Context: an optimization exercise on an open-source flow, tuned for small area, a short achievable clock period and few clock cycles. The choices shown serve that exercise and are no tape-out recipe.
RTL that was checked went through simulation tests only; none was proved equivalent to the original.
Function not checked in runs 1 to 4: the RTL went through the layout flow alone.
Power figures rest on the tool's default switching activity, not on a simulated workload.

===== design/flow/run.sh =====
#!/bin/bash
# synth_recipe.tcl (not shown) runs the flow's synth.tcl, then flattens the netlist and writes it again
# the make line also repeats each setting of config.mk as NAME=value (left out here)
make -C /OpenROAD-flow-scripts/flow DESIGN_CONFIG=/design/flow/config.mk WORK_HOME=/design/flow/orfs CLKGATE_MAP_FILE= SYNTH_SCRIPT=/design/flow/synth_recipe.tcl finish

===== design/flow/config.mk =====
export PLATFORM = sky130hd
export DESIGN_NAME = axi_bram2axis
export DESIGN_NICKNAME = axi_bram2axis
export VERILOG_FILES = /design/flow/design.v
export SDC_FILE = /design/flow/constraint.sdc
export NUM_CORES = 4
export LEC_CHECK = 0
export CAP_MARGIN = 20
export CORE_AREA = 5 5 385 385
export DIE_AREA = 0 0 390 390
export SETUP_SLACK_MARGIN = 2.4
export SLEW_MARGIN = 20

===== design/flow/constraint.sdc =====
create_clock -name core_clock -period 5.0 [get_ports {clk}]
set_input_delay 1.0000 -clock core_clock [delete_from_list [all_inputs] [get_ports {clk}]]
set_output_delay 1.0000 -clock core_clock [all_outputs]
set_load 0.01 [all_outputs]

===== design/flow/design.v =====
module axi_bram2axis #(
  parameter int AXI_DATA_WIDTH      = 512,
  parameter int AXI_XFER_SIZE_WIDTH = 32,
  parameter int BRAM_ADDR_WIDTH     = 32,
  parameter int BRAM_DATA_WIDTH     = 512,
  parameter int BRAM_DELAY          = 2,
  parameter int FIFO_DEPTH          = BRAM_DELAY + 2
) (
  input  logic                           clk,
  input  logic                           rst,
  input  logic                           i_bs2a_start,
  output logic                           o_bs2a_done,
  input  logic [AXI_XFER_SIZE_WIDTH-1:0] i_bs2a_data_size_bytes,
  output logic                           o_bs2a_rden,
  output logic [BRAM_ADDR_WIDTH-1:0]     o_bs2a_rdaddr,
  input  logic [BRAM_DATA_WIDTH-1:0]     i_bs2a_rddata,
  output logic                           m_axis_tvalid,
  input  logic                           m_axis_tready,
  output logic [AXI_DATA_WIDTH-1:0]      m_axis_tdata,
  output logic                           m_axis_tlast
);
  localparam int NW = AXI_XFER_SIZE_WIDTH - 6;
  logic          done_q;    
  logic          rden_q;    
  logic          vld_q;     
  logic          last_q;    
  logic [NW-1:0] w_q;       
  logic [NW-1:0] a_q;       
  logic [NW-1:0] n_q;       
  logic [NW-1:0] n_in, w_inc;
  logic          go, acc, is_last;
  assign n_in    = i_bs2a_data_size_bytes[AXI_XFER_SIZE_WIDTH-1:6];
  assign go      = i_bs2a_start && (n_in != '0);
  assign acc     = vld_q && m_axis_tready;
  assign w_inc   = w_q + NW'(1);
  assign is_last = (w_inc == n_q);
  assign o_bs2a_rden   = !done_q;
  assign o_bs2a_rdaddr = BRAM_ADDR_WIDTH'(m_axis_tready ? a_q : w_q);
  assign o_bs2a_done   = done_q;
  assign m_axis_tvalid = vld_q;
  assign m_axis_tdata  = i_bs2a_rddata;
  assign m_axis_tlast  = last_q;
  always_ff @(posedge clk) begin
    if (rst) begin
      done_q <= 1'b1;
      rden_q <= 1'b0;
      vld_q  <= 1'b0;
      w_q    <= '0;
      a_q    <= '0;
    end else begin
      rden_q <= o_bs2a_rden;
      vld_q  <= rden_q && !done_q && !acc;
      if (done_q) begin
        if (go) done_q <= 1'b0;
      end else if (acc) begin
        if (last_q) begin
          done_q <= 1'b1;
          w_q    <= '0;
          a_q    <= '0;
        end else begin
          w_q <= a_q;
        end
      end else if (!vld_q && rden_q) begin
        a_q <= is_last ? w_q : w_inc;
      end
    end
  end
  always_ff @(posedge clk) begin
    if (done_q) n_q <= n_in;
    if (!vld_q) last_q <= is_last;
  end
endmodule

==> flow_summary.ini, run 1 <==
[synth]
ys_seq_area_frac = 0.213
post_synth_inst_count = 1098
synth-edff-count = 27
count_of_different_cell_masters_after_synthesis = 65
postSynth.asyncResetShare = 0
synth_flop_cell = sky130_fd_sc_hd__dfxtp_1
syn_area_per_cell_sq_um = 8.17
postSynthRegisterBits = 82
mappedNetlistArea_sq_um = 8970
ys_warn_count = 1

[sta]
maxClockFrequency_ghz = 0.318
finalCriticalPeriod_ns = 3.15
slew_violations = 0
hold_viol_final = 0
relSlewSlack = 0.610
worst_slack_ns = 1.85
finClkSkew_ns = 0.00589
final.setup.tns_ns = 0
max_slew.worst_pin.slew_ns = 0.579
rsz0062_at_grt = true
finalCritPeriodShare = 0.630
setup-violations-final = 0

[layout]
nFillCells = 16800
share_of_final_layout_standard_cells_stronger_than_drive_strength_1 = 0.354
finalCoreUtilization = 0.0675
fin_area_sq_um = 9680
synthToLayoutAreaGrowth_pct = 7.85
antennaDiodeCount = 0
final_net_count = 1244

[clock_tree]
ctsHoldBuffers = 0
clk_transition_reported_paths_ns = 0.06
cts_inserted_buffers = 9
cts_tree = done
clock_buffer_depth = 2
ctsHtreeMaxLevel = 3
cts_root_buffer = sky130_fd_sc_hd__clkbuf_16
clkLatencyLatePin_ns = 0.34
cts.sink_count = 82

[setup_path]
worst-r2r-setup-slack_ns = 1.85
worstPathArrival_ns = 3.37
crit_path_capture_type = register
worst_r2r_path_depth = 11
critical_path_peak_fanout = 7
critical_path.startpoint_type = register
worstSetupPathType = reg2reg
critical_path_required_ns = 5.22
worstSetupEndpoint = a_q[7]
setup.worst_path.start = w_q[0]
reg2reg_to = a_q[7]
reg2reg_from = w_q[0]

[floorplan]
pin_count = 1096
die_h_microns = 390
fp-row-count = 139
die_x_microns = 390
starting_density = 0.0626
die-area_sq_um = 152000
placeableCoreArea_sq_um = 143000

[route]
ant_nets = 0
routed_wl_microns = 74300
vias_per_cell = 2.36
route.vias.total = 6150
dr.pass1.iters = 7
routed_wire_per_std_cell_microns = 28.6
drtIter0Drc = 431
drc = 0

[place]
hpwl_after_detailed_placement_microns = 65200
placedInstanceArea_sq_um = 8130
globalplace.congestion = 0.821
buffer_ports.inserted = 59
placement.setup.worst_slack_ns = 0.952

[grt]
grt_pass1_vias = 5884
grt_start_max_net_pins = 30
grt-ovfl-total = 0
grt_antenna_before_repair = 0
first_pass_grt_wire_length_microns = 85500
gr-usage-all-layers = 0.0901

[hold_path]
hold_class = reg2reg

[pwr]
power_leakage_nw = 2.86
power_per_cell_area_nw_per_um2 = 161
vdd_drop_max_uv = 220

[outcome]
run_status = complete, no violations

[run]
maxCapViolCount = 0
[registers in the layout (all words and copies together), names as in the netlist]
| name | cells |
|---|---|
| done_q | 1 |
| vld_q | 1 |
| a_q | 26 |
| rden_q | 1 |
| w_q | 26 |
| last_q | 1 |
| n_q | 26 |
[layer usage]
metal	part of all wire	GRT usage
met1	0.14	0.0377
met2	0.50	0.161
met3	0.33	0.137
met4	0.031	0.0234
met5	0.0020	0.00797
[cells in the mapped netlist, drive strengths merged, types with 3 or more instances]
| cell type | count | share of area |
|---|---|---|
| xor2 | 12 | 0.012 |
| and4 | 5 | 0.0049 |
| or2 | 3 | 0.0021 |
| a32oi | 5 | 0.0049 |
| clkbuf | 30 | 0.013 |
| inv | 9 | 0.0038 |
| edfxtp | 27 | 0.090 |
| mux2i | 15 | 0.017 |
| nand2b | 4 | 0.0028 |
| mux2 | 23 | 0.029 |
| nor3 | 17 | 0.0095 |
| a21oi | 41 | 0.023 |
| a31oi | 6 | 0.0042 |
| dfxtp | 55 | 0.12 |
| o21ai | 9 | 0.0050 |
| or4 | 12 | 0.011 |
| nor3b | 4 | 0.0033 |
| or3 | 5 | 0.0036 |
| a22oi | 9 | 0.0075 |
| nand4 | 16 | 0.015 |
| xnor2 | 16 | 0.016 |
| o311ai | 3 | 0.0029 |
| nor4 | 19 | 0.017 |
| o211ai | 4 | 0.0039 |
| buf | 541 | 0.45 |
| nand3 | 40 | 0.023 |
| nor2 | 13 | 0.0054 |
| a32o | 4 | 0.0045 |
| nor2b | 3 | 0.0021 |
| nand3b | 29 | 0.024 |
| and2 | 15 | 0.010 |
| and3 | 3 | 0.0021 |
| nand2 | 76 | 0.032 |
[stage by stage]
stage	instances	hold slack, ns	power, mW
2_1_floorplan	1103	0.449	1.22
3_3_place_gp	2509	0.473	0.853
3_5_place_dp	2509	0.485	0.854
4_1_cts	2577	0.496	1.55
5_1_grt	2603	0.523	1.61
6_report	2603	0.498	1.55
[report_power, final]
group / leakage (nW) / total, mW / switching (mW) / internal (mW)
sequential: 0.732 / 0.713 / 0.0151 / 0.698
clock: 0.142 / 0.684 / 0.293 / 0.391
combinational: 1.98 / 0.157 / 0.0773 / 0.0802
total: 2.86 / 1.55 / 0.386 / 1.17
[worst max-delay path, cell delays in order, from the launching register on]
cell	delay, ns
sky130_fd_sc_hd__dfxtp_4	0.39
sky130_fd_sc_hd__nand4_1	0.20
sky130_fd_sc_hd__or4_4	0.58
sky130_fd_sc_hd__or4_4	0.54
sky130_fd_sc_hd__buf_6	0.14
sky130_fd_sc_hd__nand3_4	0.07
sky130_fd_sc_hd__o211ai_2	0.10
sky130_fd_sc_hd__nor4_4	0.29
sky130_fd_sc_hd__buf_6	0.18
sky130_fd_sc_hd__buf_12	0.14
sky130_fd_sc_hd__nor4_4	0.04
sky130_fd_sc_hd__or3_1	0.33
[worst min path at each step]
stage               startpoint  cells past startpoint       to  slack [ns]
global route            a_q[1]                      2   w_q[1]        0.52
CTS                    a_q[20]                      2  a_q[20]        0.50
finish                  a_q[4]                      2   w_q[4]        0.50
floorplan              a_q[20]                      2  a_q[20]        0.45
detailed placement      a_q[8]                      2   a_q[8]        0.48
global placement        a_q[1]                      2   w_q[1]        0.47
[kinds of logic after synthesis]
| family | after synthesis | synth area share |
|---|---|---|
| AO/OA/AOI/OAI | 99 | 0.0735 |
| XOR/XNOR | 28 | 0.0273 |
| adder cells (fa/ha/maj) | 1 | 0.00139 |
| buffers and inverters | 580 | 0.465 |
| flip-flops | 82 | 0.213 |
| multiplexers | 38 | 0.0456 |
| other | 1 | 0.000418 |
| AND/OR/NAND/NOR | 269 | 0.173 |
[final cells by class]
class                   instances  area, sq um  area share
repair buffers                152         1630       0.168
clock inverters                 7         76.3     0.00789
flip-flops and latches         82         1980       0.205
well taps                    1903         2380       0.246
multi-input cells             441         3350       0.347
inverters                       9         33.8     0.00349
clock buffers                   9          225      0.0233
[placed cells by master (no fill, tap or decap), types with 4 or more instances in the layout]
| master | n |
|---|---|
| sky130_fd_sc_hd__mux2i_1 | 15 |
| sky130_fd_sc_hd__nand2_4 | 4 |
| sky130_fd_sc_hd__edfxtp_1 | 27 |
| sky130_fd_sc_hd__buf_6 | 46 |
| sky130_fd_sc_hd__nor3b_1 | 4 |
| sky130_fd_sc_hd__or4_4 | 6 |
| sky130_fd_sc_hd__nand3_2 | 17 |
| sky130_fd_sc_hd__nor3_1 | 17 |
| sky130_fd_sc_hd__nor4_4 | 4 |
| sky130_fd_sc_hd__or4_1 | 6 |
| sky130_fd_sc_hd__dfxtp_4 | 18 |
| sky130_fd_sc_hd__conb_1 | 6 |
| sky130_fd_sc_hd__nand3b_1 | 29 |
| sky130_fd_sc_hd__mux2_4 | 23 |
| sky130_fd_sc_hd__buf_8 | 6 |
| sky130_fd_sc_hd__clkdlybuf4s50_1 | 32 |
| sky130_fd_sc_hd__inv_1 | 9 |
| sky130_fd_sc_hd__a31oi_1 | 6 |
| sky130_fd_sc_hd__nor2_1 | 12 |
| sky130_fd_sc_hd__buf_16 | 7 |
| sky130_fd_sc_hd__a22oi_1 | 9 |
| sky130_fd_sc_hd__a32oi_1 | 5 |
| sky130_fd_sc_hd__buf_4 | 56 |
| sky130_fd_sc_hd__xor2_1 | 12 |
| sky130_fd_sc_hd__or3_1 | 4 |
| sky130_fd_sc_hd__nand3_1 | 20 |
| sky130_fd_sc_hd__a32o_1 | 4 |
| sky130_fd_sc_hd__clkbuf_16 | 9 |
| sky130_fd_sc_hd__nand4_1 | 12 |
| sky130_fd_sc_hd__dfxtp_1 | 35 |
| sky130_fd_sc_hd__xnor2_1 | 15 |
| sky130_fd_sc_hd__buf_12 | 4 |
| sky130_fd_sc_hd__nor4_1 | 14 |
| sky130_fd_sc_hd__and2_1 | 15 |
| sky130_fd_sc_hd__o21ai_4 | 4 |
| sky130_fd_sc_hd__nand2_1 | 69 |
| sky130_fd_sc_hd__a21oi_1 | 40 |
[timing repair]
item	4_1_cts	5_1_grt
gates resized for setup	227	49
setup endpoints to repair	55	49
pin swaps	19	24
buffers inserted	46	26
cloned	6	0
==> run 2, diff against run 1 <==
==> design/flow/flow/run.sh (new file) <==
#!/bin/bash
# The standard layout, with the port buffers made from buf_2 cells instead of
# the buffer the resizer picks by default (a slow delay cell).
set -euo pipefail
export BUFFER_PORTS_ARGS="-buffer_cell sky130_fd_sc_hd__buf_2"
bash standard.sh > standard.log 2>&1
==> design/flow/standard.sh (new file) <==
#!/bin/bash
# synth_recipe.tcl (not shown) runs the flow's synth.tcl, then flattens the netlist and writes it again
# the make line also repeats each setting of config.mk as NAME=value (left out here)
make -C /OpenROAD-flow-scripts/flow DESIGN_CONFIG=/design/flow/config.mk WORK_HOME=/design/flow/orfs CLKGATE_MAP_FILE= SYNTH_SCRIPT=/design/flow/synth_recipe.tcl "${@:-finish}"
removed: design/flow/run.sh
==> flow_summary.ini, run 2 <==
[hold_path]
hold_class = reg2reg
worst_hold_path.endpoint = rden_q
holdPathStages = 1
timing.hold.worst.start = done_q

[setup_path]
critical-path-slowest-cell = sky130_fd_sc_hd__or4b_4
critical_path.startpoint_type = register
reg2reg_to = a_q[4]
cpPeakStageDelay_ns = 0.50
worst_r2r_path_depth = 11
critical_path_peak_fanout = 8
critical_path_required_ns = 5.23
worst-r2r-setup-slack_ns = 1.84
worstPathArrival_ns = 3.39
worstSetupPathType = reg2reg
reg2reg_from = w_q[0]
crit_path_capture_type = register
critical_path.cell_chain = ha_4 -> nand3_4 -> or3_4 -> xnor2_4 -> or3b_4 -> or4b_4 -> nor4_4 -> buf_12 -> buf_8 -> mux2i_1 -> nand2_1

[layout]
synthToLayoutAreaGrowth_pct = -1.02
layout_commonest_cell = sky130_fd_sc_hd__nand2_1
nFillCells = 16800
largest_registers = a_q (26), n_q (26), w_q (26)
final_net_count = 1202
multi_input_gate_area_sq_um = 3190
fin_area_sq_um = 8880
antennaDiodeCount = 0
layout_common_cells = sky130_fd_sc_hd__nand2_1 (72), sky130_fd_sc_hd__a21oi_1 (41), sky130_fd_sc_hd__dfxtp_1 (37), sky130_fd_sc_hd__buf_2 (37)
regArea_sq_um = 1970
share_of_final_layout_standard_cells_stronger_than_drive_strength_1 = 0.322

[sta]
slew_violations = 0
final.setup.tns_ns = 0
relSlewSlack = 0.557
finalCriticalPeriod_ns = 3.16
hold_viol_final = 0
maxClockFrequency_ghz = 0.317
rsz0062_at_grt = true
setup-violations-final = 0
finalCritPeriodShare = 0.632
finClkSkew_ns = 0.0102
max_slew.worst_pin.slew_ns = 0.659

[route]
drc = 0
routed_wire_per_std_cell_microns = 28.6
dr.pass1.iters = 4
drtIter0Drc = 387
ant_nets = 0
routed_wl_microns = 73100
vias_per_cell = 2.33
route.vias.total = 5969

[grt]
grt-ovfl-total = 0
gr-usage-all-layers = 0.0891
grt_antenna_before_repair = 7
first_pass_grt_wire_length_microns = 84400
grt_start_max_net_pins = 47
grt_pass1_vias = 5655

[synth]
synth_top_cell_area_share = 0.437
synthMostInstantiatedCell = sky130_fd_sc_hd__buf_4
synth-edff-count = 27
ys_seq_area_frac = 0.213
synth_flop_cell = sky130_fd_sc_hd__dfxtp_1
count_of_different_cell_masters_after_synthesis = 65
synth_area_leaders = sky130_fd_sc_hd__buf_4 (44%), sky130_fd_sc_hd__dfxtp_1 (12%), sky130_fd_sc_hd__edfxtp_1 (9.0%)
postSynth.asyncResetShare = 0
netlist.top_cell.by_area = sky130_fd_sc_hd__buf_4
postSynthRegisterBits = 82
syn_area_per_cell_sq_um = 8.17
ys_warn_count = 1
post_synth_inst_count = 1098
mappedNetlistArea_sq_um = 8970
synth_top_cells_by_count = sky130_fd_sc_hd__buf_4 (523), sky130_fd_sc_hd__nand2_1 (74), sky130_fd_sc_hd__dfxtp_1 (55)

[clock_tree]
cts_root_buffer = sky130_fd_sc_hd__clkbuf_16
clkLatencyLatePin_ns = 0.35
clock_buffer_depth = 2
ctsHoldBuffers = 0
ctsHtreeMaxLevel = 3
cts_tree = done
cts.sink_count = 82
clk_transition_reported_paths_ns = 0.07
cts_inserted_buffers = 9

[floorplan]
starting_density = 0.0626
pin_count = 1096
die_h_microns = 390
placeableCoreArea_sq_um = 143000
die_x_microns = 390
fp-row-count = 139
die-area_sq_um = 152000

[place]
buffer_ports.inserted = 59
globalplace.congestion = 0.821
placedInstanceArea_sq_um = 7790
hpwl_after_detailed_placement_microns = 65200

[pwr]
power_leakage_nw = 2.53
vdd_drop_max_uv = 193
power_per_cell_area_nw_per_um2 = 171

[outcome]
run_status = complete, no violations

[run]
maxCapViolCount = 0
==> run 2: cell counts after synthesis <==
Identical to the previous run, type by type.
==> run 2: critical path: cells and delay by family, from the launching register on <==
| kind | cells | cell delay (ns) |
|---|---|---|
| fa+ha+maj | 1 | 0.17 |
| flops | 1 | 0.36 |
| simple gates | 6 | 1.83 |
| mux | 1 | 0.19 |
| buf+inv | 2 | 0.34 |
| xor+xnor | 1 | 0.14 |
==> run 2: cell type report <==
type                       count  area share
sequential                    82       0.222
clock inverter                 7     0.00859
tap                         1903       0.268
clock buffer                   9      0.0254
inverter                       9     0.00380
timing repair buffer         110       0.113
multi-input combinational    441       0.359
==> run 2: cell families after synthesis <==
kind of cell / synth area share
buffers and inverters: 0.465
multiplexers: 0.0456
adder cells (fa/ha/maj): 0.00139
XOR/XNOR: 0.0273
AO/OA/AOI/OAI: 0.0735
AND/OR/NAND/NOR: 0.173
other: 0.000418
flip-flops: 0.213
==> run 2: power breakdown <==
group / internal [mW] / switching [mW] / total [mW]
Clock: 0.391 / 0.292 / 0.682
Combinational: 0.0538 / 0.0698 / 0.124
Sequential: 0.699 / 0.0146 / 0.714
==> run 2: per-stage QoR <==
step	hold WS (ns)	std cells	utilization	power [mW]	setup WS [ns]
after floorplan	0.449	1103	-	1.22	2.09
after global placement	0.468	2505	0.0543	0.836	1.02
after detailed placement	0.470	2505	0.0543	0.838	0.866
after CTS	0.489	2550	0.0608	1.53	1.89
after global routing	0.497	2561	0.0619	1.56	1.78
final	0.481	2561	0.0619	1.52	1.84
==> run 2: worst max-delay path by stage <==
stage            from       to  depth (start not counted)
4_1_cts        w_q[0]   a_q[4]                         11
5_1_grt        w_q[0]   a_q[4]                         11
2_1_floorplan  w_q[0]   a_q[2]                         11
6_report       w_q[0]   a_q[4]                         11
3_5_place_dp   w_q[2]   a_q[7]                          9
3_3_place_gp   w_q[3]  a_q[20]                          9
==> run 2: timing repair <==
item,4_1_cts,5_1_grt
setup endpoints to repair,54,46
buffers inserted,26,9
gates resized for setup,90,19
pin swaps,10,8
gates cloned,3,2
==> run 2: routing by layer <==
metal	global-route usage	part of all wire
met1	0.0412	0.16
met2	0.154	0.48
met3	0.131	0.32
met4	0.0305	0.042
met5	0	0
==> run 3, diff against run 2 <==
--- a/design/flow/design.v
+++ b/design/flow/design.v
@@ -1,2 +1,12 @@
+module axi_bram2axis_amux #(
+  parameter int W = 26
+) (
+  input  logic         sel,
+  input  logic [W-1:0] a,
+  input  logic [W-1:0] b,
+  output logic [W-1:0] y
+);
+  assign y = sel ? a : b;
+endmodule
 module axi_bram2axis #(
   parameter int AXI_DATA_WIDTH      = 512,
@@ -26,15 +36,29 @@
   logic          last_q;    
   logic [NW-1:0] w_q;       
-  logic [NW-1:0] a_q;       
-  logic [NW-1:0] n_q;       
-  logic [NW-1:0] n_in, w_inc;
-  logic          go, acc, is_last;
-  assign n_in    = i_bs2a_data_size_bytes[AXI_XFER_SIZE_WIDTH-1:6];
-  assign go      = i_bs2a_start && (n_in != '0);
-  assign acc     = vld_q && m_axis_tready;
-  assign w_inc   = w_q + NW'(1);
-  assign is_last = (w_inc == n_q);
+  logic [NW-1:0] rem_q;     
+  logic [NW-1:0] n_in, w_inc, rem_dec, nxt, addr;
+  logic          go, acc;
+  assign n_in = i_bs2a_data_size_bytes[AXI_XFER_SIZE_WIDTH-1:6];
+  assign go   = i_bs2a_start && (n_in != '0);
+  assign acc  = vld_q && m_axis_tready;
+  always_comb begin
+    for (int i = 0; i < NW; i++) begin
+      logic c, b;
+      c = 1'b1;
+      b = 1'b1;
+      for (int j = 0; j < i; j++) begin
+        c = c & w_q[j];
+        b = b & !rem_q[j];
+      end
+      w_inc[i]   = w_q[i] ^ c;
+      rem_dec[i] = rem_q[i] ^ b;
+    end
+  end
+  assign nxt = (vld_q && !last_q) ? w_inc : w_q;
+  axi_bram2axis_amux #(.W(NW)) u_amux (
+    .sel(m_axis_tready), .a(nxt), .b(w_q), .y(addr)
+  );
   assign o_bs2a_rden   = !done_q;
-  assign o_bs2a_rdaddr = BRAM_ADDR_WIDTH'(m_axis_tready ? a_q : w_q);
+  assign o_bs2a_rdaddr = BRAM_ADDR_WIDTH'(addr);
   assign o_bs2a_done   = done_q;
   assign m_axis_tvalid = vld_q;
@@ -47,5 +71,4 @@
       vld_q  <= 1'b0;
       w_q    <= '0;
-      a_q    <= '0;
     end else begin
       rden_q <= o_bs2a_rden;
@@ -57,16 +80,14 @@
           done_q <= 1'b1;
           w_q    <= '0;
-          a_q    <= '0;
         end else begin
-          w_q <= a_q;
+          w_q <= w_inc;
         end
-      end else if (!vld_q && rden_q) begin
-        a_q <= is_last ? w_q : w_inc;
       end
     end
   end
   always_ff @(posedge clk) begin
-    if (done_q) n_q <= n_in;
-    if (!vld_q) last_q <= is_last;
+    if (done_q)                 rem_q <= n_in;
+    else if (acc && !last_q)    rem_q <= rem_dec;
+    if (!vld_q) last_q <= (rem_q == NW'(1));
   end
 endmodule
--- a/design/flow/config.mk
+++ b/design/flow/config.mk
@@ -9,4 +9,5 @@
 export CORE_AREA = 5 5 385 385
 export DIE_AREA = 0 0 390 390
-export SETUP_SLACK_MARGIN = 2.4
 export SLEW_MARGIN = 20
+export SYNTH_HIERARCHICAL = 1
+export SYNTH_MINIMUM_KEEP_SIZE = 0
==> flow_summary.ini, run 3 <==
[synth]
post_synth_mux_area_share = 0.0848
post_synth_inst_count = 888
yosys.area_share.simple = 0.0725
mappedNetlistArea_sq_um = 7660
count_of_different_cell_masters_after_synthesis = 32
ys_warn_count = 7
synth-edff-count = 27
ys_seq_area_frac = 0.182
netlist.top_cell.by_area = sky130_fd_sc_hd__buf_4
yosys.area_share.adder = 0.0801
synthMostInstantiatedCell = sky130_fd_sc_hd__buf_4
synth_xor_area_frac = 0.00343
synth_top_family_by_area = buffers and inverters
synth_area_leaders = sky130_fd_sc_hd__buf_4 (51%), sky130_fd_sc_hd__edfxtp_1 (11%), sky130_fd_sc_hd__ha_1 (8.0%)
postSynth.asyncResetShare = 0
synth_flop_cell = sky130_fd_sc_hd__dfxtp_1
synth_top_cells_by_count = sky130_fd_sc_hd__buf_4 (520), sky130_fd_sc_hd__ha_1 (49), sky130_fd_sc_hd__a21oi_1 (42)
synth_top_cell_area_share = 0.510
syn_area_per_cell_sq_um = 8.62
synth_compound_gate_area_share = 0.0364
postSynthRegisterBits = 56

[route]
drtIter0Drc = 171
drc = 0
route.vias.total = 4040
routed_wl_microns = 108000
ant_nets = 0
dr.pass1.iters = 6
routed_wire_per_std_cell_microns = 46.0
vias_per_cell = 1.72

[floorplan]
die_h_microns = 390
pin_count = 1096
placeableCoreArea_sq_um = 143000
fp-row-count = 139
starting_density = 0.0534
die_x_microns = 390
die-area_sq_um = 152000

[sta]
hold_viol_final = 0
timing.hold.ws_ns = 0.419
slew_violations = 0
maxClockFrequency_ghz = 0.165
finalCritPeriodShare = 1.21
worst_slack_ns = -1.07
final.setup.tns_ns = -5.45
relSlewSlack = 0.344
rsz0062_at_grt = true
max_slew.worst_pin.slew_ns = 0.984
finClkSkew_ns = 0.0119
finalCriticalPeriod_ns = 6.07
setup-violations-final = 9

[setup_path]
worst_r2r_path_depth = 27
critical_path_required_ns = 4.00
worstPathArrival_ns = 5.07
cp_top_family = adder cells
path_common_cell = sky130_fd_sc_hd__ha_4
crit_path_capture_type = output pin
cpPeakStageDelay_ns = 0.35
worstSetupPathType = reg2out
critical_path.startpoint_type = register
logic_depth_of_the_worst_path_buffers_included = 27
critical_path_buf_inv_count = 1
critical_path_peak_fanout = 2
critical-path-slowest-cell = sky130_fd_sc_hd__dfxtp_2

[grt]
grt-ovfl-total = 0
grt_antenna_before_repair = 6
grt_start_max_net_pins = 32
grt_pass1_vias = 3954
first_pass_grt_wire_length_microns = 117000
gr-usage-all-layers = 0.135

[clock_tree]
clkLatencyLatePin_ns = 0.33
cts_post_setup_buffers_inserted = 0
cts_root_buffer = sky130_fd_sc_hd__clkbuf_16
ctsHoldBuffers = 0
clock_buffer_depth = 2
clk_transition_reported_paths_ns = 0.09
cts_tree = done
cts_inserted_buffers = 5
cts.sink_count = 56
ctsHtreeMaxLevel = 2

[place]
buffer_ports.inserted = 59
placedInstanceArea_sq_um = 6770
globalplace.congestion = 0.990
dp_cells = 2332
hpwl_after_detailed_placement_microns = 102000
placement.setup.worst_slack_ns = -0.763

[layout]
layout_common_cells = sky130_fd_sc_hd__buf_2 (50), sky130_fd_sc_hd__a21oi_1 (42), sky130_fd_sc_hd__nand2_1 (38)
finalCoreUtilization = 0.0496
layout_commonest_cell = sky130_fd_sc_hd__buf_2
final_net_count = 1033
fin_area_sq_um = 7120
post_layout_nonfiller_instances = 2348
share_of_final_layout_standard_cells_stronger_than_drive_strength_1 = 0.435
synthToLayoutAreaGrowth_pct = -7.07
largest_registers = rem_q (26), w_q (26)
nFillCells = 16900

[pwr]
post-layout-total-power_mw = 1.08
power_per_cell_area_nw_per_um2 = 151
vdd_drop_max_uv = 113
power_leakage_nw = 2.07

[outcome]
run_status = finished with violations
so.violations = setup timing

[hold_path]
hold_class = reg2reg
holdPathStages = 2

[run]
maxCapViolCount = 0
## run 3: cell count changes after synthesis, sizes merged, moves of 20 or more
cell | previous run | this run
clkbuf | 30 | 10
ha | 1 | 49
nand2 | 76 | 39
nand3 | 40 | 2
mux2 | 23 | 51
dfxtp | 55 | 29
## run 3: logic make-up (layout without fill, tap and decap cells)
family,Yosys count,after routing
AND/OR/NAND/NOR,104,104
XOR/XNOR,3,3
AO/OA/AOI/OAI,55,55
adder cells (fa/ha/maj),49,49
buffers and inverters,569,113
flip-flops,56,56
other,1,14
multiplexers,51,51
## run 3: per-layer routing
metal	track usage	part of all wire	up-vias
met5	0.0147	0.0030	-
met4	0.0399	0.037	8
met3	0.296	0.45	130
met2	0.178	0.38	856
met1	0.0490	0.13	1597
li1	-	-	1449
## run 3: worst paths after layout
check                start                end  slack (ns)
hold / removal      rden_q              vld_q        0.42
hold reg to reg     rden_q              vld_q        0.42
setup reg to reg  rem_q[0]          rem_q[25]        0.17
setup / recovery    w_q[0]  o_bs2a_rdaddr[24]       -1.07
## run 3: power by group
| part | switching, mW | internal, mW | total (mW) |
|---|---|---|---|
| combinational | 0.0814 | 0.0474 | 0.129 |
| clock | 0.217 | 0.205 | 0.422 |
| sequential | 0.0147 | 0.512 | 0.526 |
| total | 0.313 | 0.764 | 1.08 |
## run 3: tightest hold or removal path: stages (launching register included)
cell and delay (ns):
sky130_fd_sc_hd__dfxtp_1 0.30, sky130_fd_sc_hd__nand2_1 0.05, sky130_fd_sc_hd__a21oi_1 0.03
## run 3: layout make-up
type	count	area, sq um	share of cell area
multi-input combinational	268	2570	0.362
tap	1903	2380	0.335
sequential	56	1390	0.196
timing repair buffer	77	487	0.0684
clock buffer	6	139	0.0195
inverter	28	105	0.0148
antenna	8	20.0	0.00281
clock inverter	2	17.5	0.00246
## run 3: timing repair
item,CTS,global route
hold endpoints to repair,0,0
pin swaps,4,4
endpoints found under the setup margin,12,12
gates resized for setup,40,11
==> run 4, diff against run 3 <==
--- a/design/flow/config.mk
+++ b/design/flow/config.mk
@@ -9,4 +9,5 @@
 export CORE_AREA = 5 5 385 385
 export DIE_AREA = 0 0 390 390
+export SETUP_SLACK_MARGIN = 2.4
 export SLEW_MARGIN = 20
 export SYNTH_HIERARCHICAL = 1
==> flow_summary.ini, run 4 <==
[clock_tree]
clock_buffer_depth = 2
ctsHtreeMaxLevel = 2
clk_transition_reported_paths_ns = 0.08
cts_root_buffer = sky130_fd_sc_hd__clkbuf_16
ctsHoldBuffers = 0
cts_tree = done
cts.sink_count = 56
cts_inserted_buffers = 5
clkLatencyLatePin_ns = 0.32

[synth]
count_of_different_cell_masters_after_synthesis = 32
synth_top_cell_area_share = 0.510
post_synth_inst_count = 888
postSynth.asyncResetShare = 0
synth_area_leaders = sky130_fd_sc_hd__buf_4 (51%), sky130_fd_sc_hd__edfxtp_1 (11%), sky130_fd_sc_hd__ha_1 (8.0%)
syn_area_per_cell_sq_um = 8.62
mappedNetlistArea_sq_um = 7660
postSynthRegisterBits = 56
synth_top_cells_by_count = sky130_fd_sc_hd__buf_4 (520), sky130_fd_sc_hd__ha_1 (49), sky130_fd_sc_hd__a21oi_1 (42)
ys_seq_area_frac = 0.182
ys_warn_count = 7
synth-edff-count = 27
synthMostInstantiatedCell = sky130_fd_sc_hd__buf_4
synth_flop_cell = sky130_fd_sc_hd__dfxtp_1
netlist.top_cell.by_area = sky130_fd_sc_hd__buf_4

[route]
routed_wire_per_std_cell_microns = 50.4
drtIter0Drc = 230
routed_wl_microns = 118000
drc = 0
route.vias.total = 4214
dr.pass1.iters = 4
vias_per_cell = 1.80
ant_nets = 0

[floorplan]
fp-row-count = 139
pin_count = 1096
die_x_microns = 390
die-area_sq_um = 152000
starting_density = 0.0534
placeableCoreArea_sq_um = 143000
die_h_microns = 390

[run]
maxCapViolCount = 0

[pwr]
power_per_cell_area_nw_per_um2 = 147
vdd_drop_max_uv = 109
post-layout-total-power_mw = 1.12
power_leakage_nw = 2.15

[layout]
nFillCells = 16900
multi_input_gate_area_sq_um = 2960
largest_registers = rem_q (26), w_q (26)
synthToLayoutAreaGrowth_pct = -0.670
layout_common_cells = sky130_fd_sc_hd__ha_4 (48), sky130_fd_sc_hd__mux2_4 (42), sky130_fd_sc_hd__nand2_1 (38)
finalCoreUtilization = 0.0530
post_layout_nonfiller_instances = 2341
regArea_sq_um = 1400
share_of_final_layout_standard_cells_stronger_than_drive_strength_1 = 0.489
layout_commonest_cell = sky130_fd_sc_hd__ha_4
final_net_count = 1032
fin_area_sq_um = 7610

[grt]
first_pass_grt_wire_length_microns = 127000
grt-ovfl-total = 0
grt_start_max_net_pins = 33
gr-usage-all-layers = 0.148
grt_pass1_vias = 3995
grt_antenna_before_repair = 12

[sta]
finClkSkew_ns = 0.00885
rsz0062_at_grt = true
maxClockFrequency_ghz = 0.165
hold_viol_final = 0
max_slew.worst_pin.slew_ns = 0.925
timing.hold.ws_ns = 0.421
final.setup.tns_ns = -5.35
finalCritPeriodShare = 1.21
slew_violations = 0
worst_slack_ns = -1.07
setup-violations-final = 8
finalCriticalPeriod_ns = 6.07
relSlewSlack = 0.381

[setup_path]
critical_path_peak_fanout = 2
critical_path_required_ns = 4.00
worstSetupPathType = reg2out
worstPathArrival_ns = 5.07
crit_path_capture_type = output pin
critical_path.startpoint_type = register

[place]
hpwl_after_detailed_placement_microns = 112000
buffer_ports.inserted = 59
placement.setup.worst_slack_ns = -0.763
globalplace.congestion = 0.901
dp_cells = 2327
placedInstanceArea_sq_um = 7060

[outcome]
so.violations = setup timing
run_status = finished with violations

[hold_path]
hold_class = reg2reg
==> run 4: cell counts after synthesis <==
Identical to the previous run, type by type.
==> run 4: where the power goes <==
group | internal [mW] | switching, mW
registers | 0.511 | 0.0166
clock network | 0.240 | 0.200
logic | 0.0625 | 0.0905
==> run 4: cell families after synthesis <==
| kind of cell | Yosys count | synth area share |
|---|---|---|
| compound gates | 55 | 0.0364 |
| flops | 56 | 0.182 |
| fa+ha+maj | 49 | 0.0801 |
| other cells | 1 | 0.000490 |
| buf+inv | 569 | 0.541 |
| simple gates | 104 | 0.0725 |
| xor+xnor | 3 | 0.00343 |
| mux | 51 | 0.0848 |
==> run 4: area by class of cell <==
| type | instances | area share |
|---|---|---|
| tap | 1903 | 0.313 |
| sequential | 56 | 0.184 |
| timing repair buffer | 76 | 0.0778 |
| antenna | 2 | 0.000658 |
| clock inverter | 2 | 0.00510 |
| multi-input combinational | 268 | 0.388 |
| inverter | 28 | 0.0143 |
| clock buffer | 6 | 0.0169 |
==> run 4: layer usage <==
metal / vias to the layer above / part of all wire / global-route usage / wire (microns)
met2: 1025 / 0.35 / 0.180 / 41400
li1: 1438 / - / - / -
met5: - / 0.0021 / 0.0147 / 252
met3: 116 / 0.50 / 0.355 / 59100
met1: 1631 / 0.12 / 0.0515 / 14100
met4: 4 / 0.026 / 0.0306 / 3100
==> run 4: final timing paths <==
kind,start,endpoint,slack [ns],cells past startpoint
max,w_q[1],o_bs2a_rdaddr[24],-1.07,27
min,rden_q,vld_q,0.42,2
max reg2reg,w_q[1],w_q[25],0.36,28
min reg2reg,rden_q,vld_q,0.42,2
==> run 4: worst max-delay path, stage by stage, from the launching register on <==
cell                      delay (ns)
sky130_fd_sc_hd__dfxtp_2        0.34
sky130_fd_sc_hd__ha_4           0.16
sky130_fd_sc_hd__ha_4           0.15
sky130_fd_sc_hd__ha_4           0.15
sky130_fd_sc_hd__ha_4           0.16
sky130_fd_sc_hd__ha_4           0.15
sky130_fd_sc_hd__ha_4           0.15
sky130_fd_sc_hd__ha_4           0.15
sky130_fd_sc_hd__ha_4           0.15
sky130_fd_sc_hd__ha_4           0.15
sky130_fd_sc_hd__ha_4           0.15
sky130_fd_sc_hd__ha_4           0.15
sky130_fd_sc_hd__ha_4           0.15
sky130_fd_sc_hd__ha_4           0.15
sky130_fd_sc_hd__ha_4           0.16
sky130_fd_sc_hd__ha_4           0.16
sky130_fd_sc_hd__ha_4           0.15
sky130_fd_sc_hd__ha_4           0.15
sky130_fd_sc_hd__ha_4           0.16
sky130_fd_sc_hd__ha_4           0.15
sky130_fd_sc_hd__ha_4           0.15
sky130_fd_sc_hd__ha_4           0.15
sky130_fd_sc_hd__ha_4           0.16
sky130_fd_sc_hd__ha_4           0.16
sky130_fd_sc_hd__ha_4           0.21
sky130_fd_sc_hd__mux2_4         0.25
sky130_fd_sc_hd__mux2_4         0.26
sky130_fd_sc_hd__buf_6          0.12
==> run 4: repair_timing <==
action,in CTS,in global routing
setup endpoints to repair,93,56
pin swaps,22,7
resized for setup,60,15
endpoints found under the hold margin,0,0
setup buffers,2,2
==> run 5, diff against run 4 <==
--- a/design/flow/design.v
+++ b/design/flow/design.v
@@ -1,12 +1,2 @@
-module axi_bram2axis_amux #(
-  parameter int W = 26
-) (
-  input  logic         sel,
-  input  logic [W-1:0] a,
-  input  logic [W-1:0] b,
-  output logic [W-1:0] y
-);
-  assign y = sel ? a : b;
-endmodule
 module axi_bram2axis #(
   parameter int AXI_DATA_WIDTH      = 512,
@@ -36,6 +26,7 @@
   logic          last_q;    
   logic [NW-1:0] w_q;       
+  logic [NW-1:0] a_q;       
   logic [NW-1:0] rem_q;     
-  logic [NW-1:0] n_in, w_inc, rem_dec, nxt, addr;
+  logic [NW-1:0] n_in, w_inc, rem_dec;
   logic          go, acc;
   assign n_in = i_bs2a_data_size_bytes[AXI_XFER_SIZE_WIDTH-1:6];
@@ -44,21 +35,12 @@
   always_comb begin
     for (int i = 0; i < NW; i++) begin
-      logic c, b;
-      c = 1'b1;
-      b = 1'b1;
-      for (int j = 0; j < i; j++) begin
-        c = c & w_q[j];
-        b = b & !rem_q[j];
-      end
-      w_inc[i]   = w_q[i] ^ c;
-      rem_dec[i] = rem_q[i] ^ b;
+      logic [NW-1:0] lo;
+      lo         = (NW'(1) << i) - NW'(1);
+      w_inc[i]   = (&(w_q | ~lo))    ? ~w_q[i]   : w_q[i];
+      rem_dec[i] = (&(~rem_q | ~lo)) ? ~rem_q[i] : rem_q[i];
     end
   end
-  assign nxt = (vld_q && !last_q) ? w_inc : w_q;
-  axi_bram2axis_amux #(.W(NW)) u_amux (
-    .sel(m_axis_tready), .a(nxt), .b(w_q), .y(addr)
-  );
   assign o_bs2a_rden   = !done_q;
-  assign o_bs2a_rdaddr = BRAM_ADDR_WIDTH'(addr);
+  assign o_bs2a_rdaddr = BRAM_ADDR_WIDTH'(m_axis_tready ? a_q : w_q);
   assign o_bs2a_done   = done_q;
   assign m_axis_tvalid = vld_q;
@@ -70,5 +52,4 @@
       rden_q <= 1'b0;
       vld_q  <= 1'b0;
-      w_q    <= '0;
     end else begin
       rden_q <= o_bs2a_rden;
@@ -76,17 +57,22 @@
       if (done_q) begin
         if (go) done_q <= 1'b0;
-      end else if (acc) begin
-        if (last_q) begin
-          done_q <= 1'b1;
-          w_q    <= '0;
-        end else begin
-          w_q <= w_inc;
-        end
+      end else if (acc && last_q) begin
+        done_q <= 1'b1;
       end
     end
   end
   always_ff @(posedge clk) begin
-    if (done_q)                 rem_q <= n_in;
-    else if (acc && !last_q)    rem_q <= rem_dec;
+    if (rst || done_q) begin
+      w_q <= '0;
+      a_q <= '0;
+    end else if (acc) begin
+      if (!last_q) w_q <= a_q;
+    end else if (!vld_q && rden_q) begin
+      a_q <= (rem_q == NW'(1)) ? w_q : w_inc;
+    end
+  end
+  always_ff @(posedge clk) begin
+    if (done_q)               rem_q <= n_in;
+    else if (acc && !last_q)  rem_q <= rem_dec;
     if (!vld_q) last_q <= (rem_q == NW'(1));
   end
--- a/design/flow/config.mk
+++ b/design/flow/config.mk
@@ -9,6 +9,3 @@
 export CORE_AREA = 5 5 385 385
 export DIE_AREA = 0 0 390 390
-export SETUP_SLACK_MARGIN = 2.4
 export SLEW_MARGIN = 20
-export SYNTH_HIERARCHICAL = 1
-export SYNTH_MINIMUM_KEEP_SIZE = 0
==> flow_summary.ini, run 5 <==
[setup_path]
critical_path_required_ns = 4.00
critical_path_buf_inv_count = 2
critical_path.startpoint_type = input pin
worst-r2r-setup-slack_ns = 1.94
critical_path.cell_chain = buf_2 -> o21ai_0 -> buf_2
path_common_cell = sky130_fd_sc_hd__buf_2
critical_path_peak_fanout = 32
cp_top_family = buffers and inverters
cpPeakStageDelay_ns = 0.64
crit_path_capture_type = output pin
critical-path-slowest-cell = sky130_fd_sc_hd__buf_2
worstSetupPathType = in2out
worstPathArrival_ns = 2.43

[layout]
nFillCells = 16900
largest_registers = a_q (26), rem_q (26), w_q (26)
final_net_count = 1083
layout_commonest_cell = sky130_fd_sc_hd__nand2_1
share_of_final_layout_standard_cells_stronger_than_drive_strength_1 = 0.221
multi_input_gate_area_sq_um = 2110
regArea_sq_um = 1910
fin_area_sq_um = 7080
layout_common_cells = sky130_fd_sc_hd__nand2_1 (109), sky130_fd_sc_hd__o21ai_0 (62), sky130_fd_sc_hd__buf_2 (59)
synthToLayoutAreaGrowth_pct = -12.2
antennaDiodeCount = 0

[sta]
finClkSkew_ns = 0.0213
maxClockFrequency_ghz = 0.291
relSlewSlack = 0.288
final.setup.tns_ns = 0
slew_violations = 0
finalCritPeriodShare = 0.687
finalCriticalPeriod_ns = 3.43
hold_viol_final = 0
setup-violations-final = 0
rsz0062_at_grt = false
max_slew.worst_pin.slew_ns = 1.07

[pwr]
power_leakage_nw = 1.83
vdd_drop_max_uv = 144
post-layout-total-power_mw = 1.59
power_per_cell_area_nw_per_um2 = 224

[run]
maxCapViolCount = 0

[clock_tree]
cts.repair.resized = 0
cts_root_buffer = sky130_fd_sc_hd__clkbuf_16
clock_buffer_depth = 2
ctsHoldBuffers = 0
clk_transition_reported_paths_ns = 0.09
cts.sink_count = 82
cts_tree = done
ctsHtreeMaxLevel = 3
cts_inserted_buffers = 9
clkLatencyLatePin_ns = 0.39
cts_post_setup_buffers_inserted = 0

[route]
drc = 0
drtIter0Drc = 277
routed_wire_per_std_cell_microns = 28.7
route.vias.total = 4610
routed_wl_microns = 70100
dr.pass1.iters = 5
ant_nets = 0
vias_per_cell = 1.89

[floorplan]
die-area_sq_um = 152000
starting_density = 0.0562
placeableCoreArea_sq_um = 143000
die_x_microns = 390
fp-row-count = 139
die_h_microns = 390
pin_count = 1096

[synth]
postSynth.asyncResetShare = 0
synth_area_leaders = sky130_fd_sc_hd__buf_4 (48%), sky130_fd_sc_hd__dfxtp_1 (14%), sky130_fd_sc_hd__edfxtp_1 (10%)
synth_compound_gate_area_share = 0.0995
mappedNetlistArea_sq_um = 8060
synth_flop_cell = sky130_fd_sc_hd__dfxtp_1
post_synth_inst_count = 1000
syn_area_per_cell_sq_um = 8.06
synth_top_family_by_area = buffers and inverters
netlist.top_cell.by_area = sky130_fd_sc_hd__buf_4
post_synth_mux_area_share = 0.0321
ys_warn_count = 1
synth_xor_area_frac = 0.0217
yosys.area_share.simple = 0.0971
postSynthRegisterBits = 82
synth_top_cell_area_share = 0.483
count_of_different_cell_masters_after_synthesis = 45
synth-edff-count = 27
ys_seq_area_frac = 0.237
synthMostInstantiatedCell = sky130_fd_sc_hd__buf_4
yosys.area_share.adder = 0.00776
synth_top_cells_by_count = sky130_fd_sc_hd__buf_4 (519), sky130_fd_sc_hd__nand2_1 (109), sky130_fd_sc_hd__o21ai_0 (62)

[place]
hpwl_after_detailed_placement_microns = 64000
globalplace.congestion = 0.748
buffer_ports.inserted = 59
placedInstanceArea_sq_um = 6790

[grt]
grt_start_max_net_pins = 63
grt-ovfl-total = 0
grt_antenna_before_repair = 4
grt_pass1_vias = 4540
first_pass_grt_wire_length_microns = 79400
gr-usage-all-layers = 0.0874

[outcome]
run_status = complete, no violations

[hold_path]
hold_class = reg2reg
## run 5: cell count changes after synthesis, moves of 6 or more
cell,change
sky130_fd_sc_hd__nand2_1,+70
sky130_fd_sc_hd__o21ai_0,+51
sky130_fd_sc_hd__ha_1,-44
sky130_fd_sc_hd__dfxtp_1,+26
sky130_fd_sc_hd__nand3b_1,-23
sky130_fd_sc_hd__mux2_4,-20
sky130_fd_sc_hd__inv_1,-19
sky130_fd_sc_hd__xnor2_1,+18
sky130_fd_sc_hd__clkbuf_1,+13
sky130_fd_sc_hd__nor2_1,-11
sky130_fd_sc_hd__a21oi_1,+9
sky130_fd_sc_hd__mux2_2,-8
sky130_fd_sc_hd__a2111oi_0,+6
sky130_fd_sc_hd__nand3_1,+6
## run 5: final cells by class
cell class / count / share of cell area
clock inverters: 7 / 0.00972
flip-flops and latches: 82 / 0.270
multi-input cells: 362 / 0.299
clock buffers: 9 / 0.0318
repair buffers: 65 / 0.0481
well taps: 1903 / 0.336
inverters: 10 / 0.00530
## run 5: worst paths after layout
check                                   start                end  depth (start not counted)
worst max-delay path            m_axis_tready  o_bs2a_rdaddr[11]                          3
worst min-delay path                   a_q[9]             w_q[9]                          2
worst max register to register      rem_q[18]             a_q[0]                          7
worst min register to register         a_q[9]             w_q[9]                          2
## run 5: per-layer routing
metal,global-route usage,share of wire,vias to the layer above
li1,-,-,1810
met5,0.000957,0,-
met2,0.151,0.49,658
met4,0.0270,0.032,0
met3,0.136,0.33,168
met1,0.0370,0.15,1974
## run 5: kinds of logic after synthesis
| kind of cell | after synthesis |
|---|---|
| other | 1 |
| buffers and inverters | 561 |
| AOI/OAI and AO/OA | 143 |
| xor gates and xnor gates | 20 |
| muxes | 23 |
| and+or+nand+nor | 165 |
| DFF | 82 |
| adders and majority gates | 5 |
## run 5: stage by stage
| step | instances | util | setup WS, ns | hold slack, ns |
|---|---|---|---|---|
| after detailed placement | 2422 | 0.0473 | 1.37 | 0.455 |
| after global routing | 2438 | 0.0493 | 1.48 | 0.480 |
| after global placement | 2422 | 0.0473 | 1.46 | 0.451 |
| after floorplan | 1005 | - | 2.28 | 0.438 |
| after CTS | 2438 | 0.0493 | 1.49 | 0.462 |
| final | 2438 | 0.0493 | 1.57 | 0.457 |
## run 5: tightest hold or removal path: cells and delay by family, from the launching register on
| kind | cells | cell delay [ns] |
|---|---|---|
| flops | 1 | 0.32 |
| simple gates | 1 | 0.05 |
| compound gates | 1 | 0.05 |
## run 5: power breakdown
group | internal (mW) | total (mW) | switching [mW]
registers | 0.723 | 0.747 | 0.0237
clock network | 0.353 | 0.723 | 0.370
logic | 0.0372 | 0.116 | 0.0790
Testbench counts of run 5, summed over its fixed seeds: cycles 13,562.
==> run 6, diff against run 5 <==
--- a/design/flow/config.mk
+++ b/design/flow/config.mk
@@ -9,3 +9,4 @@
 export CORE_AREA = 5 5 385 385
 export DIE_AREA = 0 0 390 390
+export SETUP_SLACK_MARGIN = 2.5
 export SLEW_MARGIN = 20
==> flow_summary.ini, run 6 <==
[clock_tree]
cts_tree = done
cts_root_buffer = sky130_fd_sc_hd__clkbuf_16
ctsHtreeMaxLevel = 3
clk_transition_reported_paths_ns = 0.08
clock_buffer_depth = 2
cts.sink_count = 82
clkLatencyLatePin_ns = 0.37
cts_inserted_buffers = 9
ctsHoldBuffers = 0

[sta]
slew_violations = 0
worst_slack_ns = 2.14
setup-violations-final = 0
hold_viol_final = 0
finalCriticalPeriod_ns = 2.86
rsz0062_at_grt = true
final.setup.tns_ns = 0
finClkSkew_ns = 0.0182
relSlewSlack = 0.390
max_slew.worst_pin.slew_ns = 0.906
maxClockFrequency_ghz = 0.350
timing.hold.ws_ns = 0.464
finalCritPeriodShare = 0.572

[setup_path]
cp_top_family = multiplexers
reg2reg_from = rem_q[19]
critical_path_buf_inv_count = 2
worstSetupPathType = in2out
worst_r2r_path_depth = 8
critical_path_required_ns = 4.00
cpPeakStageDelay_ns = 0.48
crit_path_capture_type = output pin
critical_path_peak_fanout = 8
critical_path.cell_chain = buf_16 -> mux2_2 -> buf_2
critical_path.startpoint_type = input pin
reg2reg_to = a_q[0]
worstPathArrival_ns = 1.86
critical-path-slowest-cell = sky130_fd_sc_hd__mux2_2
worst-r2r-setup-slack_ns = 2.66

[synth]
postSynthRegisterBits = 82
count_of_different_cell_masters_after_synthesis = 45
synth_area_leaders = sky130_fd_sc_hd__buf_4 (48%), sky130_fd_sc_hd__dfxtp_1 (14%), sky130_fd_sc_hd__edfxtp_1 (10%)
ys_warn_count = 1
synth_top_cells_by_count = sky130_fd_sc_hd__buf_4 (519), sky130_fd_sc_hd__nand2_1 (109), sky130_fd_sc_hd__o21ai_0 (62)
synthMostInstantiatedCell = sky130_fd_sc_hd__buf_4
post_synth_inst_count = 1000
synth_top_cell_area_share = 0.483
synth_flop_cell = sky130_fd_sc_hd__dfxtp_1
ys_seq_area_frac = 0.237
mappedNetlistArea_sq_um = 8060
synth-edff-count = 27
syn_area_per_cell_sq_um = 8.06
netlist.top_cell.by_area = sky130_fd_sc_hd__buf_4
postSynth.asyncResetShare = 0

[layout]
synthToLayoutAreaGrowth_pct = -6.39
layout_common_cells = sky130_fd_sc_hd__nand2_1 (107), sky130_fd_sc_hd__o21ai_0 (59), sky130_fd_sc_hd__dfxtp_1 (54)
final_net_count = 1100
layout_commonest_cell = sky130_fd_sc_hd__nand2_1
fin_area_sq_um = 7550
largest_registers = a_q (26), rem_q (26), w_q (26)
post_layout_nonfiller_instances = 2457
finalCoreUtilization = 0.0526
share_of_final_layout_standard_cells_stronger_than_drive_strength_1 = 0.263
nFillCells = 16900

[route]
route.layer.met1.wl_microns = 9950
vias_per_cell = 1.94
detailroute.wirelength.met2_microns = 34600
detailroute.wirelength.met3_microns = 22900
dr.pass1.iters = 5
route.vias.total = 4761
routed_wl_microns = 70000
ant_nets = 0
routed_wire_per_std_cell_microns = 28.5
dr.max_layer_used = met5
drtIter0Drc = 315
drc = 0

[pwr]
switching_share = 0.293
clockPowerShare = 0.444
power_share_of_the_combinational_group = 0.087
post-layout-total-power_mw = 1.60
switching_power_mw = 0.468
power_per_cell_area_nw_per_um2 = 212
vdd_drop_max_uv = 161
cell_internal_pwr_mw = 1.13
power_leakage_nw = 2.00
share_seq_of_total_power = 0.469

[outcome]
run_status = complete, no violations

[floorplan]
die_x_microns = 390
fp-row-count = 139
die-area_sq_um = 152000
pin_count = 1096
placeableCoreArea_sq_um = 143000
die_h_microns = 390
starting_density = 0.0562

[place]
buffer_ports.inserted = 59
placement.setup.worst_slack_ns = 1.61
hpwl_after_detailed_placement_microns = 62800
dp_cells = 2423
globalplace.congestion = 0.734
placedInstanceArea_sq_um = 6790

[run]
maxCapViolCount = 0

[grt]
grt-ovfl-total = 0
grt_pass1_vias = 4553
grt_start_max_net_pins = 61
gr-usage-all-layers = 0.0861
grt_antenna_before_repair = 1
first_pass_grt_wire_length_microns = 78900

[hold_path]
holdPathStages = 2
worst_hold_path.endpoint = w_q[19]
timing.hold.worst.start = a_q[19]
hold_class = reg2reg
[run 6: cell count changes in the layout (fill, tap and decap cells not counted), sizes merged]
cell | previous run | this run
clkinvlp | 2 | 5
inv | 14 | 12
buf | 65 | 78
clkinv | 1 | 2
clkbuf | 9 | 11
diode | 0 | 2
[run 6: repair_timing]
action,in CTS,in global routing
setup buffers,5,5
gates cloned,4,2
hold endpoints to repair,0,0
pin swaps,2,2
setup endpoints to repair,75,39
resized for setup,49,10
[run 6: logic make-up after synthesis]
kind of cell	count (synthesis)	share of synthesized area
buffers and inverters	561	0.504
and+or+nand+nor	165	0.0971
AOI/OAI and AO/OA	143	0.0995
DFF	82	0.237
muxes	23	0.0321
xor gates and xnor gates	20	0.0217
adders and majority gates	5	0.00776
other	1	0.000465
[run 6: per-layer routing]
| metal | track usage | vias up |
|---|---|---|
| li1 | - | 1849 |
| met1 | 0.0350 | 2025 |
| met2 | 0.149 | 699 |
| met4 | 0.0292 | 2 |
| met3 | 0.135 | 186 |
| met5 | 0.00159 | - |
[run 6: tightest hold or removal path, cell delays in order (launching register included)]
cell	delay, ns
sky130_fd_sc_hd__dfxtp_1	0.32
sky130_fd_sc_hd__nand2_1	0.06
sky130_fd_sc_hd__a21oi_1	0.05
[run 6: cell type report]
| class | instances | area, sq um | area share |
|---|---|---|---|
| timing repair inverter | 2 | 12.5 | 0.00166 |
| tap | 1903 | 2380 | 0.315 |
| antenna | 2 | 5.00 | 0.000663 |
| multi-input combinational | 362 | 2210 | 0.293 |
| sequential | 82 | 1910 | 0.253 |
| timing repair buffer | 80 | 682 | 0.0904 |
| inverter | 10 | 47.5 | 0.00630 |
| clock buffer | 9 | 225 | 0.0298 |
| clock inverter | 7 | 70.1 | 0.00928 |
[run 6: worst max path at each step]
stage	from	end	slack, ns	depth (start not counted)
finish	m_axis_tready	o_bs2a_rdaddr[20]	2.14	3
global route	m_axis_tready	o_bs2a_rdaddr[17]	2.14	4
CTS	m_axis_tready	o_bs2a_rdaddr[17]	2.12	4
detailed placement	m_axis_tready	o_bs2a_rdaddr[17]	1.61	4
global placement	m_axis_tready	o_bs2a_rdaddr[17]	1.59	4
floorplan	m_axis_tready	o_bs2a_rdaddr[12]	2.49	2
[run 6: power by group through the flow]
stage / combinational, mW / sequential, mW / clock [mW]
CTS: 0.139 / 0.749 / 0.746
detailed placement: 0.118 / 0.761 / 0
floorplan: 0.495 / 0.754 / 0
global placement: 0.117 / 0.761 / 0
global route: 0.153 / 0.754 / 0.763
finish: 0.138 / 0.750 / 0.710
==> run 7, diff against run 6 <==
==> design/flow/flow/run.sh (replaced) <==
#!/bin/bash
# The standard layout, with two changes: the port buffers are buf_2 cells
# instead of the resizer's default (a slow delay cell), and the control ports
# are kept together on one stretch of the bottom edge (flow/pins.tcl), next to
# the logic between them. The data ports are placed freely as before.
set -euo pipefail
export BUFFER_PORTS_ARGS="-buffer_cell sky130_fd_sc_hd__buf_2"
export PRE_IO_PLACEMENT_TCL="$PWD/flow/pins.tcl"
bash standard.sh > standard.log 2>&1
==> design/flow/flow/pins.tcl (new file) <==
# Keep the control ports on one stretch of the bottom edge.
set_io_pin_constraint -region bottom:145-245 -pin_names [get_ports {
  clk rst i_bs2a_start i_bs2a_data_size_bytes* o_bs2a_done o_bs2a_rden
  o_bs2a_rdaddr* m_axis_tvalid m_axis_tready m_axis_tlast}]
==> flow_summary.ini, run 7 <==
[grt]
grt-ovfl-total = 0
grt_start_max_net_pins = 61
gr-usage-met3 = 0.124
global_route.usage.met1 = 0.0320
first_pass_grt_wire_length_microns = 72700
grt_pass1_vias = 4704
globalRoute.busiestLayer = met2
gr-usage-all-layers = 0.0780
grt_antenna_before_repair = 0
grt_util_met2 = 0.133

[synth]
synth-edff-count = 27
synth_top_cells_by_count = sky130_fd_sc_hd__buf_4 (519), sky130_fd_sc_hd__nand2_1 (109), sky130_fd_sc_hd__o21ai_0 (62)
synthMostInstantiatedCell = sky130_fd_sc_hd__buf_4
synth_flop_cell = sky130_fd_sc_hd__dfxtp_1
post_synth_inst_count = 1000
mappedNetlistArea_sq_um = 8060
syn_area_per_cell_sq_um = 8.06
ys_seq_area_frac = 0.237
synth_area_leaders = sky130_fd_sc_hd__buf_4 (48%), sky130_fd_sc_hd__dfxtp_1 (14%), sky130_fd_sc_hd__edfxtp_1 (10%)
postSynth.asyncResetShare = 0
ys_warn_count = 1
netlist.top_cell.by_area = sky130_fd_sc_hd__buf_4
postSynthRegisterBits = 82
synth_top_cell_area_share = 0.483
count_of_different_cell_masters_after_synthesis = 45

[clock_tree]
cts_inserted_buffers = 9
cts_root_buffer = sky130_fd_sc_hd__clkbuf_16
ctsHtreeMaxLevel = 3
clk_transition_reported_paths_ns = 0.06
ctsHoldBuffers = 0
clock_buffer_depth = 2
clkLatencyLatePin_ns = 0.35
cts.sink_count = 82
cts_tree = done

[floorplan]
die_x_microns = 390
fp-row-count = 139
placeableCoreArea_sq_um = 143000
die_h_microns = 390
pin_count = 1096
die-area_sq_um = 152000
starting_density = 0.0562

[layout]
largest_registers = a_q (26), rem_q (26), w_q (26)
layout_common_cells = sky130_fd_sc_hd__nand2_1 (109), sky130_fd_sc_hd__o21ai_0 (59), sky130_fd_sc_hd__dfxtp_1 (55)
finalCoreUtilization = 0.0521
final_net_count = 1095
layout_commonest_cell = sky130_fd_sc_hd__nand2_1
synthToLayoutAreaGrowth_pct = -7.26
nFillCells = 16900
antennaDiodeCount = 0
post_layout_nonfiller_instances = 2450
share_of_final_layout_standard_cells_stronger_than_drive_strength_1 = 0.241

[sta]
finalCriticalPeriod_ns = 2.59
rsz0062_at_grt = true
hold_viol_final = 0
finalCritPeriodShare = 0.518
timing.hold.ws_ns = 0.468
worst_slack_ns = 2.41
relSlewSlack = 0.423
finClkSkew_ns = 0.0130
final.setup.tns_ns = 0
maxClockFrequency_ghz = 0.386
setup-violations-final = 0
max_slew.worst_pin.slew_ns = 0.865
slew_violations = 0

[run]
maxCapViolCount = 0

[place]
dp_cells = 2423
buffer_ports.inserted = 59
placement.setup.worst_slack_ns = 1.23
hpwl_after_detailed_placement_microns = 57200
globalplace.congestion = 0.729

[setup_path]
crit_path_capture_type = output pin
worstSetupPathType = in2out
critical_path_required_ns = 4.00
critical_path_peak_fanout = 6
critical_path.startpoint_type = input pin
worstPathArrival_ns = 1.59

[pwr]
power_per_cell_area_nw_per_um2 = 203
switching_power_mw = 0.368
power_leakage_nw = 1.98
power_share_of_the_combinational_group = 0.082
vdd_drop_max_uv = 151
share_seq_of_total_power = 0.493
switching_share = 0.242
cell_internal_pwr_mw = 1.15
clockPowerShare = 0.425

[route]
routed_wl_microns = 63500
route.vias.total = 4719
ant_nets = 0
routed_wire_per_std_cell_microns = 25.9
drtIter0Drc = 316
drc = 0
dr.pass1.iters = 5
vias_per_cell = 1.93

[outcome]
run_status = complete, no violations

[hold_path]
hold_class = reg2reg
[run 7: cell count changes in the layout (fill, tap and decap cells not counted), sizes merged]
cell and change:
clkinvlp -3, inv -1, diode -2, buf -4, clkbuf +3
[run 7: power groups by stage]
stage               clock network [mW]  logic [mW]  registers, mW
floorplan                            0       0.495          0.754
global placement                     0       0.104          0.761
global route                     0.681       0.138          0.753
finish                           0.646       0.125          0.750
CTS                              0.657       0.121          0.748
detailed placement                   0       0.105          0.762
[run 7: kinds of logic (layout without fill, tap and decap cells)]
logic type / count (synthesis) / in the layout / synth area share
compound gates: 143 / 143 / 0.0995
xor+xnor: 20 / 20 / 0.0217
fa+ha+maj: 5 / 5 / 0.00776
buf+inv: 561 / 103 / 0.504
flops: 82 / 82 / 0.237
mux: 23 / 23 / 0.0321
other cells: 1 / 6 / 0.000465
simple gates: 165 / 165 / 0.0971
[run 7: timing repair]
| action | 4_1_cts | 5_1_grt |
|---|---|---|
| pin swaps | 2 | 2 |
| setup buffers | 5 | 2 |
| gates resized for setup | 48 | 10 |
| cloned | 3 | 1 |
| hold endpoints to repair | 0 | 0 |
| endpoints found under the setup margin | 86 | 45 |
[run 7: per-layer routing]
layer / share of wire / up-vias
met5: 0.00061 / -
li1: - / 1841
met4: 0.038 / 2
met3: 0.33 / 198
met1: 0.14 / 1975
met2: 0.48 / 703
[run 7: worst paths after layout]
check                     start                 to  slack, ns  depth (start not counted)
hold / removal           a_q[7]             w_q[7]       0.47                          2
hold reg to reg          a_q[7]             w_q[7]       0.47                          2
setup / recovery  m_axis_tready  o_bs2a_rdaddr[22]       2.41                          4
setup reg to reg      rem_q[18]             a_q[0]       2.62                          7
[run 7: cell type report]
| class | count | area, sq um | area share |
|---|---|---|---|
| Clock inverter | 4 | 22.5 | 0.00301 |
| Multi-Input combinational cell | 362 | 2200 | 0.294 |
| Clock buffer | 12 | 267 | 0.0356 |
| Inverter | 10 | 41.3 | 0.00552 |
| Timing Repair Buffer | 76 | 653 | 0.0873 |
| Sequential cell | 82 | 1910 | 0.256 |
| Tap cell | 1903 | 2380 | 0.318 |
| Timing Repair inverter | 1 | 5.00 | 0.000669 |
[run 7: worst max-delay path, stage by stage]
cell and delay, ns:
sky130_fd_sc_hd__clkbuf_16 0.13, sky130_fd_sc_hd__buf_4 0.14, sky130_fd_sc_hd__o21ai_2 0.14, sky130_fd_sc_hd__buf_2 0.17
[run 7: through the flow]
stage          instance area (sq um)  power [mW]
2_1_floorplan                   8100        1.25
3_3_place_gp                    6790       0.865
3_5_place_dp                    6790       0.868
4_1_cts                         7390        1.53
5_1_grt                         7480        1.57
6_report                        7480        1.52

## static timing again, ports no longer ideal
No port has a modelled driver above. Below, the same layouts with a new extraction and two added sets of constraints.
Step 1: set_driving_cell puts a clkbuf_16 on clk and a buf_2 on each other input, an assumption about the parent block.
Step 2, shift: input delay + t, output delay - t, t = (earliest + latest rising clock arrival at the registers) / 2. This alone moves slack from input paths to output paths.
Three values: ideal, step 1, step 2; two values: the first two.
| run | shift t [ns] | setup WS [ns] | worst register clock-pin slew, ns |
|---|---|---|---|
| run 1 | 0.377 | 1.851 / 1.851 / 1.692 | 0.07 / 0.07 |
| run 2 | 0.380 | 1.841 / 1.841 / 1.841 | 0.07 / 0.07 |
| run 3 | 0.378 | -1.073 / -1.127 / -0.749 | 0.09 / 0.09 |
| run 4 | 0.380 | -1.065 / -1.127 / -0.747 | 0.09 / 0.09 |
| run 5 | 0.428 | 1.566 / 1.464 / 1.420 | 0.09 / 0.09 |
| run 6 | 0.407 | 2.140 / 1.918 / 1.918 | 0.08 / 0.08 |
| run 7 | 0.378 | 2.410 / 2.133 / 2.115 | 0.07 / 0.07 |
For run 7, which loses most, drivers alone change the setup slack by -0.277 ns; drivers and shift together by -0.295 ns.
